What follows belongs to an exercise in optimizing a design on an open flow for small area and few clock cycles; a production flow would make more cautious choices.
RTL that was checked went through simulation tests only; none was proved equivalent to the original.
No activity file was given, so power comes from the tool's default toggle rates.

==> run K <==
==> flow/design.v <==
module cmap_segment_group_builder (
	input  logic         clk,
	input  logic         arst_n,
	input  logic         s_tvalid,
	output logic         s_tready,
	input  logic [39:0]  s_tdata,    
	input  logic         s_tuser,    
	output logic         m_tvalid,
	input  logic         m_tready,
	output logic [151:0] m_tdata,    
	output logic [1:0]   m_tuser,    
	output logic         m_tlast
);
	localparam int SEG  = 0;
	localparam int SENT = 1;
	localparam int HDR  = 2;
	localparam int GRP  = 3;
	localparam int CNT  = 4;
	logic        iv_q;       
	logic        pend_q;     
	logic        fin_q;      
	logic [20:0] cp_q;
	logic [15:0] gl_q;
	logic        sx_q;       
	logic        gx_q;       
	logic [2:0]  step_q;     
	logic        seg_open_q;
	logic [15:0] seg_first_q;
	logic [15:0] seg_final_q;
	logic [15:0] seg_glyph_q;
	logic [15:0] seg_delta_q;
	logic [14:0] seg_total_q;
	logic        grp_open_q;
	logic [20:0] grp_first_q;
	logic [20:0] grp_final_q;
	logic [15:0] grp_glyph_q;
	logic [20:0] grp_total_q;
	logic [20:0] s_cp;
	logic [15:0] s_gl;
	logic [20:0] cp_inc;
	logic [15:0] gl_inc;
	logic        cp_top;
	logic        gl_top;
	logic        prev_ent;
	logic        prev_bmp;
	logic        prev_fin;
	logic        s_bmp;
	logic        g_hit;
	logic        slow;
	assign s_cp = s_tdata[20:0];
	assign s_gl = s_tdata[36:21];
	always_comb begin
		cp_top = 1'b1;
		for (int i = 0; i < 21; i++) begin
			cp_inc[i] = cp_q[i] ^ cp_top;
			cp_top    = cp_top && cp_q[i];
		end
		gl_top = 1'b1;
		for (int i = 0; i < 16; i++) begin
			gl_inc[i] = gl_q[i] ^ gl_top;
			gl_top    = gl_top && gl_q[i];
		end
	end
	assign prev_ent = !fin_q;
	assign prev_fin = fin_q;
	assign prev_bmp = prev_ent && (cp_q[20:16] == 5'd0);
	assign s_bmp    = (s_cp[20:16] == 5'd0);
	assign g_hit    = prev_ent && !cp_top && !gl_top && (s_cp == cp_inc) && (s_gl == gl_inc);
	assign slow     = s_bmp && !prev_bmp && !prev_fin && seg_open_q;
	logic [15:0] dl;
	logic [15:0] sf_inc;
	logic        sf_top;
	logic        seg_hit;
	logic [16:0] bw;
	logic [15:0] bg;
	logic [15:0] bp;
	assign bg = ~gl_q & cp_q[15:0];
	assign bp = ~gl_q | cp_q[15:0];
	always_comb begin
		bw[0] = 1'b0;
		for (int i = 0; i < 16; i += 2) begin
			bw[i + 1] = bg[i] | (bp[i] & bw[i]);
			bw[i + 2] = bg[i + 1] | (bp[i + 1] & bg[i]) | (bp[i + 1] & bp[i] & bw[i]);
		end
	end
	assign dl = gl_q ^ cp_q[15:0] ^ bw[15:0];
	always_comb begin
		sf_top = 1'b1;
		for (int i = 0; i < 16; i++) begin
			sf_inc[i] = seg_final_q[i] ^ sf_top;
			sf_top    = sf_top && seg_final_q[i];
		end
	end
	assign seg_hit = !sf_top && (gl_q != 16'd0) && (cp_q[15:0] == sf_inc) && (dl == seg_delta_q);
	logic       bmp_q;
	logic [4:0] need;
	logic [4:0] left;
	logic [4:0] after;
	logic [4:0] cur;
	assign bmp_q = (cp_q[20:16] == 5'd0);
	always_comb begin
		need = '0;
		if (fin_q) begin
			need[SEG]  = seg_open_q;
			need[SENT] = !(seg_open_q && (seg_final_q == 16'hFFFF));
			need[HDR]  = 1'b1;
			need[GRP]  = grp_open_q;
			need[CNT]  = 1'b1;
		end else begin
			need[SEG]  = seg_open_q && bmp_q && !sx_q;
			need[GRP]  = grp_open_q && !gx_q;
		end
		for (int i = 0; i < 5; i++) begin
			left[i] = need[i] && (3'(i) >= step_q);
		end
		cur   = left & (~left + 5'd1);
		after = left & ~cur;
	end
	logic ready;
	logic take;
	logic hand;
	logic apply;
	assign ready    = iv_q && !pend_q;
	assign m_tvalid = ready && (left != '0);
	assign hand     = m_tvalid && m_tready;
	assign apply    = ready && ((left == '0) || (hand && (after == '0)));
	assign s_tready = !iv_q || apply;
	assign take     = s_tvalid && s_tready;
	logic [14:0] n;
	logic [14:0] top;
	logic        above;
	logic        low_n;
	logic [3:0]  es;
	logic [15:0] sx2;
	logic [15:0] sr;
	logic [15:0] rs;
	assign n = seg_total_q;
	always_comb begin
		top   = '0;
		above = 1'b0;
		for (int i = 14; i >= 1; i--) begin
			top[i] = n[i] && !above;
			above  = above || n[i];
		end
		es = 4'd0;
		for (int i = 1; i < 15; i++) begin
			if (top[i]) begin
				es = es | 4'(i);
			end
		end
	end
	assign low_n = (n[14:1] == 14'd0);
	assign sx2   = {n, 1'b0};
	assign sr    = {top[14:1], low_n, 1'b0};
	assign rs    = low_n ? {{15{!n[0]}}, 1'b0} : {n & ~top, 1'b0};
	logic [15:0] c_seg;
	logic [15:0] c_sent;
	logic [15:0] c_hdr;
	logic [20:0] c_grp;
	logic [20:0] c_cnt;
	assign c_seg  = {16{cur[SEG]}};
	assign c_sent = {16{cur[SENT]}};
	assign c_hdr  = {16{cur[HDR]}};
	assign c_grp  = {21{cur[GRP]}};
	assign c_cnt  = {21{cur[CNT]}};
	assign m_tdata[20:0]    = {grp_first_q[20:16] & c_grp[4:0],
	                           (seg_first_q & c_seg) | (grp_first_q[15:0] & c_grp[15:0]) | c_sent};
	assign m_tdata[41:21]   = {grp_final_q[20:16] & c_grp[4:0],
	                           (seg_final_q & c_seg) | (grp_final_q[15:0] & c_grp[15:0]) | c_sent};
	assign m_tdata[57:42]   = (seg_glyph_q & c_seg) | (grp_glyph_q & c_grp[15:0]);
	assign m_tdata[73:58]   = (seg_delta_q & c_seg) | {15'd0, cur[SENT]};
	assign m_tdata[89:74]   = sx2 & c_hdr;
	assign m_tdata[105:90]  = sr & c_hdr;
	assign m_tdata[109:106] = es & c_hdr[3:0];
	assign m_tdata[125:110] = rs & c_hdr;
	assign m_tdata[146:126] = grp_total_q & c_cnt;
	assign m_tdata[151:147] = 5'd0;
	assign m_tuser[0]       = cur[GRP] || cur[CNT];
	assign m_tuser[1]       = cur[HDR] || cur[CNT];
	assign m_tlast          = (after == '0);
	always_ff @(posedge clk or negedge arst_n) begin
		if (!arst_n) begin
			iv_q        <= 1'b0;
			fin_q       <= 1'b1;
			pend_q      <= 1'b0;
			step_q      <= '0;
			seg_open_q  <= 1'b0;
			seg_total_q <= '0;
			grp_open_q  <= 1'b0;
			grp_total_q <= '0;
		end else begin
			if (take) begin
				iv_q   <= 1'b1;
				fin_q  <= s_tuser;
				pend_q <= slow && !s_tuser;
			end else begin
				if (apply) begin
					iv_q <= 1'b0;
				end
				pend_q <= 1'b0;
			end
			if (apply) begin
				step_q <= '0;
			end else if (hand) begin
				step_q <= (cur[SEG] ? 3'd1 : 3'd0) | (cur[SENT] ? 3'd2 : 3'd0)
					| (cur[HDR] ? 3'd3 : 3'd0) | (cur[GRP] ? 3'd4 : 3'd0);
			end
			if (apply && fin_q) begin
				seg_open_q  <= 1'b0;
				seg_total_q <= '0;
				grp_open_q  <= 1'b0;
				grp_total_q <= '0;
			end else begin
				if (hand && (cur[SEG] || cur[SENT])) begin
					seg_total_q <= seg_total_q + 15'd1;
				end
				if (hand && cur[GRP]) begin
					grp_total_q <= grp_total_q + 21'd1;
				end
				if (apply) begin
					if (bmp_q) begin
						seg_open_q <= 1'b1;
					end
					grp_open_q <= 1'b1;
				end
			end
		end
	end
	always_ff @(posedge clk) begin
		if (take) begin
			cp_q  <= s_cp;
			gl_q  <= s_gl;
			sx_q  <= prev_bmp && g_hit;
			gx_q  <= g_hit;
		end else if (pend_q) begin
			sx_q  <= seg_hit;
		end
		if (apply && !fin_q) begin
			if (bmp_q) begin
				seg_final_q <= cp_q[15:0];
				if (!sx_q) begin
					seg_first_q <= cp_q[15:0];
					seg_glyph_q <= gl_q;
					seg_delta_q <= dl;
				end
			end
			grp_final_q <= cp_q;
			if (!gx_q) begin
				grp_first_q <= cp_q;
				grp_glyph_q <= gl_q;
			end
		end
	end
endmodule
==> flow/flow/run.sh <==
#!/bin/bash
# Standard layout (the standard.sh, standard synthesis unchanged), with
# plain buf_1 cells as the port buffers and a clock tree without dummy loads.
set -e
export BUFFER_PORTS_ARGS="-buffer_cell sky130_fd_sc_hd__buf_1"
export CTS_ARGS="-sink_clustering_enable -repair_clock_nets -dont_use_dummy_load "
bash standard.sh > standard.log 2>&1
==> flow/standard.sh <==
#!/bin/bash
# synth_recipe.tcl (not shown) runs the flow's synth.tcl, then flattens the netlist and writes it again
# the make line also repeats each setting of config.mk as NAME=value (left out here)
make -C /OpenROAD-flow-scripts/flow DESIGN_CONFIG=/design/flow/config.mk WORK_HOME=/design/flow/orfs CLKGATE_MAP_FILE= SYNTH_SCRIPT=/design/flow/synth_recipe.tcl "${@:-finish}"
==> flow/config.mk <==
export PLATFORM = sky130hd
export DESIGN_NAME = cmap_segment_group_builder
export DESIGN_NICKNAME = cmap_segment_group_builder
export VERILOG_FILES = /design/flow/design.v
export SDC_FILE = /design/flow/constraint.sdc
export NUM_CORES = 4
export LEC_CHECK = 0
export CAP_MARGIN = 20
export CORE_MARGIN = 2
export CORE_UTILIZATION = 40
export SLEW_MARGIN = 20
==> flow/constraint.sdc <==
create_clock -name core_clock -period 6.0 [get_ports {clk}]
set_input_delay 1.2000 -clock core_clock [delete_from_list [all_inputs] [get_ports {clk}]]
set_output_delay 1.2000 -clock core_clock [all_outputs]
set_load 0.01 [all_outputs]
==> run Y (differences from run K) <==
--- a/flow/design.v
+++ b/flow/design.v
@@ -178,51 +178,48 @@
 	assign m_tuser[0]       = cur[GRP] || cur[CNT];
 	assign m_tuser[1]       = cur[HDR] || cur[CNT];
 	assign m_tlast          = (after == '0);
+	logic clear;
+	assign clear = fin_q && (apply || !iv_q);
 	always_ff @(posedge clk or negedge arst_n) begin
 		if (!arst_n) begin
-			iv_q        <= 1'b0;
-			fin_q       <= 1'b1;
-			pend_q      <= 1'b0;
-			step_q      <= '0;
+			iv_q  <= 1'b0;
+			fin_q <= 1'b1;
+		end else begin
+			if (take) begin
+				iv_q  <= 1'b1;
+				fin_q <= s_tuser;
+			end else if (apply) begin
+				iv_q <= 1'b0;
+			end
+		end
+	end
+	always_ff @(posedge clk) begin
+		pend_q <= take && slow && !s_tuser;
+	end
+	always_ff @(posedge clk) begin
+		if (apply || !iv_q) begin
+			step_q <= '0;
+		end else if (hand) begin
+			step_q <= (cur[SEG] ? 3'd1 : 3'd0) | (cur[SENT] ? 3'd2 : 3'd0)
+				| (cur[HDR] ? 3'd3 : 3'd0) | (cur[GRP] ? 3'd4 : 3'd0);
+		end
+		if (clear) begin
 			seg_open_q  <= 1'b0;
 			seg_total_q <= '0;
 			grp_open_q  <= 1'b0;
 			grp_total_q <= '0;
 		end else begin
-			if (take) begin
-				iv_q   <= 1'b1;
-				fin_q  <= s_tuser;
-				pend_q <= slow && !s_tuser;
-			end else begin
-				if (apply) begin
-					iv_q <= 1'b0;
+			if (hand && (cur[SEG] || cur[SENT])) begin
+				seg_total_q <= seg_total_q + 15'd1;
+			end
+			if (hand && cur[GRP]) begin
+				grp_total_q <= grp_total_q + 21'd1;
+			end
+			if (apply) begin
+				if (bmp_q) begin
+					seg_open_q <= 1'b1;
 				end
-				pend_q <= 1'b0;
-			end
-			if (apply) begin
-				step_q <= '0;
-			end else if (hand) begin
-				step_q <= (cur[SEG] ? 3'd1 : 3'd0) | (cur[SENT] ? 3'd2 : 3'd0)
-					| (cur[HDR] ? 3'd3 : 3'd0) | (cur[GRP] ? 3'd4 : 3'd0);
-			end
-			if (apply && fin_q) begin
-				seg_open_q  <= 1'b0;
-				seg_total_q <= '0;
-				grp_open_q  <= 1'b0;
-				grp_total_q <= '0;
-			end else begin
-				if (hand && (cur[SEG] || cur[SENT])) begin
-					seg_total_q <= seg_total_q + 15'd1;
-				end
-				if (hand && cur[GRP]) begin
-					grp_total_q <= grp_total_q + 21'd1;
-				end
-				if (apply) begin
-					if (bmp_q) begin
-						seg_open_q <= 1'b1;
-					end
-					grp_open_q <= 1'b1;
-				end
+				grp_open_q <= 1'b1;
 			end
 		end
 	end
==> flow/flow/run.sh (replaced) <==
#!/bin/bash
# Standard layout (the standard.sh, standard synthesis unchanged), with
# plain buf_1 cells as the port buffers and a clock tree without dummy loads.
set -e
export BUFFER_PORTS_ARGS="-buffer_cell sky130_fd_sc_hd__buf_1"
export CTS_ARGS="-sink_clustering_enable -repair_clock_nets -dont_use_dummy_load -buf_list sky130_fd_sc_hd__clkbuf_4 -sink_clustering_size 12 -sink_clustering_max_diameter 40"
bash standard.sh > standard.log 2>&1
--- a/flow/config.mk
+++ b/flow/config.mk
@@ -7,5 +7,6 @@
 export LEC_CHECK = 0
 export CAP_MARGIN = 20
 export CORE_MARGIN = 2
-export CORE_UTILIZATION = 40
+export CORE_UTILIZATION = 65
+export PLACE_DENSITY = 0.75
 export SLEW_MARGIN = 20
==> run H (differences from run K) <==
--- a/flow/design.v
+++ b/flow/design.v
@@ -17,8 +17,9 @@
 	localparam int GRP  = 3;
 	localparam int CNT  = 4;
 	logic        iv_q;       
+	logic        hist_q;     
 	logic        pend_q;     
-	logic        fin_q;      
+	logic        fin_q;
 	logic [20:0] cp_q;
 	logic [15:0] gl_q;
 	logic        sx_q;       
@@ -61,8 +62,8 @@
 			gl_top    = gl_top && gl_q[i];
 		end
 	end
-	assign prev_ent = !fin_q;
-	assign prev_fin = fin_q;
+	assign prev_ent = hist_q && !fin_q;
+	assign prev_fin = hist_q && fin_q;
 	assign prev_bmp = prev_ent && (cp_q[20:16] == 5'd0);
 	assign s_bmp    = (s_cp[20:16] == 5'd0);
 	assign g_hit    = prev_ent && !cp_top && !gl_top && (s_cp == cp_inc) && (s_gl == gl_inc);
@@ -71,19 +72,14 @@
 	logic [15:0] sf_inc;
 	logic        sf_top;
 	logic        seg_hit;
-	logic [16:0] bw;
-	logic [15:0] bg;
-	logic [15:0] bp;
-	assign bg = ~gl_q & cp_q[15:0];
-	assign bp = ~gl_q | cp_q[15:0];
-	always_comb begin
-		bw[0] = 1'b0;
-		for (int i = 0; i < 16; i += 2) begin
-			bw[i + 1] = bg[i] | (bp[i] & bw[i]);
-			bw[i + 2] = bg[i + 1] | (bp[i + 1] & bg[i]) | (bp[i + 1] & bp[i] & bw[i]);
-		end
-	end
-	assign dl = gl_q ^ cp_q[15:0] ^ bw[15:0];
+	logic bw;
+	always_comb begin
+		bw = 1'b0;
+		for (int i = 0; i < 16; i++) begin
+			dl[i] = gl_q[i] ^ cp_q[i] ^ bw;
+			bw    = (!gl_q[i] && cp_q[i]) || (!(gl_q[i] ^ cp_q[i]) && bw);
+		end
+	end
 	always_comb begin
 		sf_top = 1'b1;
 		for (int i = 0; i < 16; i++) begin
@@ -181,7 +177,7 @@
 	always_ff @(posedge clk or negedge arst_n) begin
 		if (!arst_n) begin
 			iv_q        <= 1'b0;
-			fin_q       <= 1'b1;
+			hist_q      <= 1'b0;
 			pend_q      <= 1'b0;
 			step_q      <= '0;
 			seg_open_q  <= 1'b0;
@@ -191,7 +187,7 @@
 		end else begin
 			if (take) begin
 				iv_q   <= 1'b1;
-				fin_q  <= s_tuser;
+				hist_q <= 1'b1;
 				pend_q <= slow && !s_tuser;
 			end else begin
 				if (apply) begin
@@ -228,6 +224,7 @@
 	end
 	always_ff @(posedge clk) begin
 		if (take) begin
+			fin_q <= s_tuser;
 			cp_q  <= s_cp;
 			gl_q  <= s_gl;
 			sx_q  <= prev_bmp && g_hit;
==> flow/flow/run.sh (replaced) <==
#!/bin/bash
# Standard layout, with plain buf_1 cells as the port buffers.
set -e
export BUFFER_PORTS_ARGS="-buffer_cell sky130_fd_sc_hd__buf_1"
bash standard.sh > standard.log 2>&1
--- a/flow/config.mk
+++ b/flow/config.mk
@@ -8,4 +8,5 @@
 export CAP_MARGIN = 20
 export CORE_MARGIN = 2
 export CORE_UTILIZATION = 40
+export CTS_BUF_LIST = sky130_fd_sc_hd__clkbuf_4
 export SLEW_MARGIN = 20
==> comparison <==
Synthesized area: run H < run Y < run K.
Sequential share of layout area: run Y > run H > run K.
In run Y the power is smaller than in run K, by about 17%.
Run H finished with setup timing left. Run K completed without violations. Run Y produced a clean layout.
First-iteration DRC count, lowest first: run Y, run H, run K.
Cell area: run K is larger than run Y (about 7%).
The lowest die area belongs to run Y, the highest to run K.
Testbench counts of run K, summed over its fixed seeds: cycles 18,293.
Testbench counts of run Y, summed over its fixed seeds: cycles 18,293.
No functional check of the RTL was part of run H.

-- afterwards: timing with drivers on the ports --
How much do the figures lean on ideal ports? The routed layouts below were timed once more, with nothing changed but the port constraints.
Step 1: set_driving_cell puts a clkbuf_16 on clk and a buf_2 on each other input, an assumption about the parent block.
Step 2 also shifts input and output timing later by t, the mid clock arrival at the registers, as if the neighbouring blocks saw the same clock.
Three values: ideal, step 1, step 2; two values: the first two.
run	t (ns)	setup slack, ns	worst register clock-pin slew, ns	pins driven straight from the clock port
run K	0.536	0.448 / 0.448 / 0.448	0.06 / 0.06	1
run Y	0.665	0.386 / 0.386 / 0.386	0.12 / 0.12	1
run H	0.701	-0.572 / -0.572 / -0.572	0.07 / 0.07	1
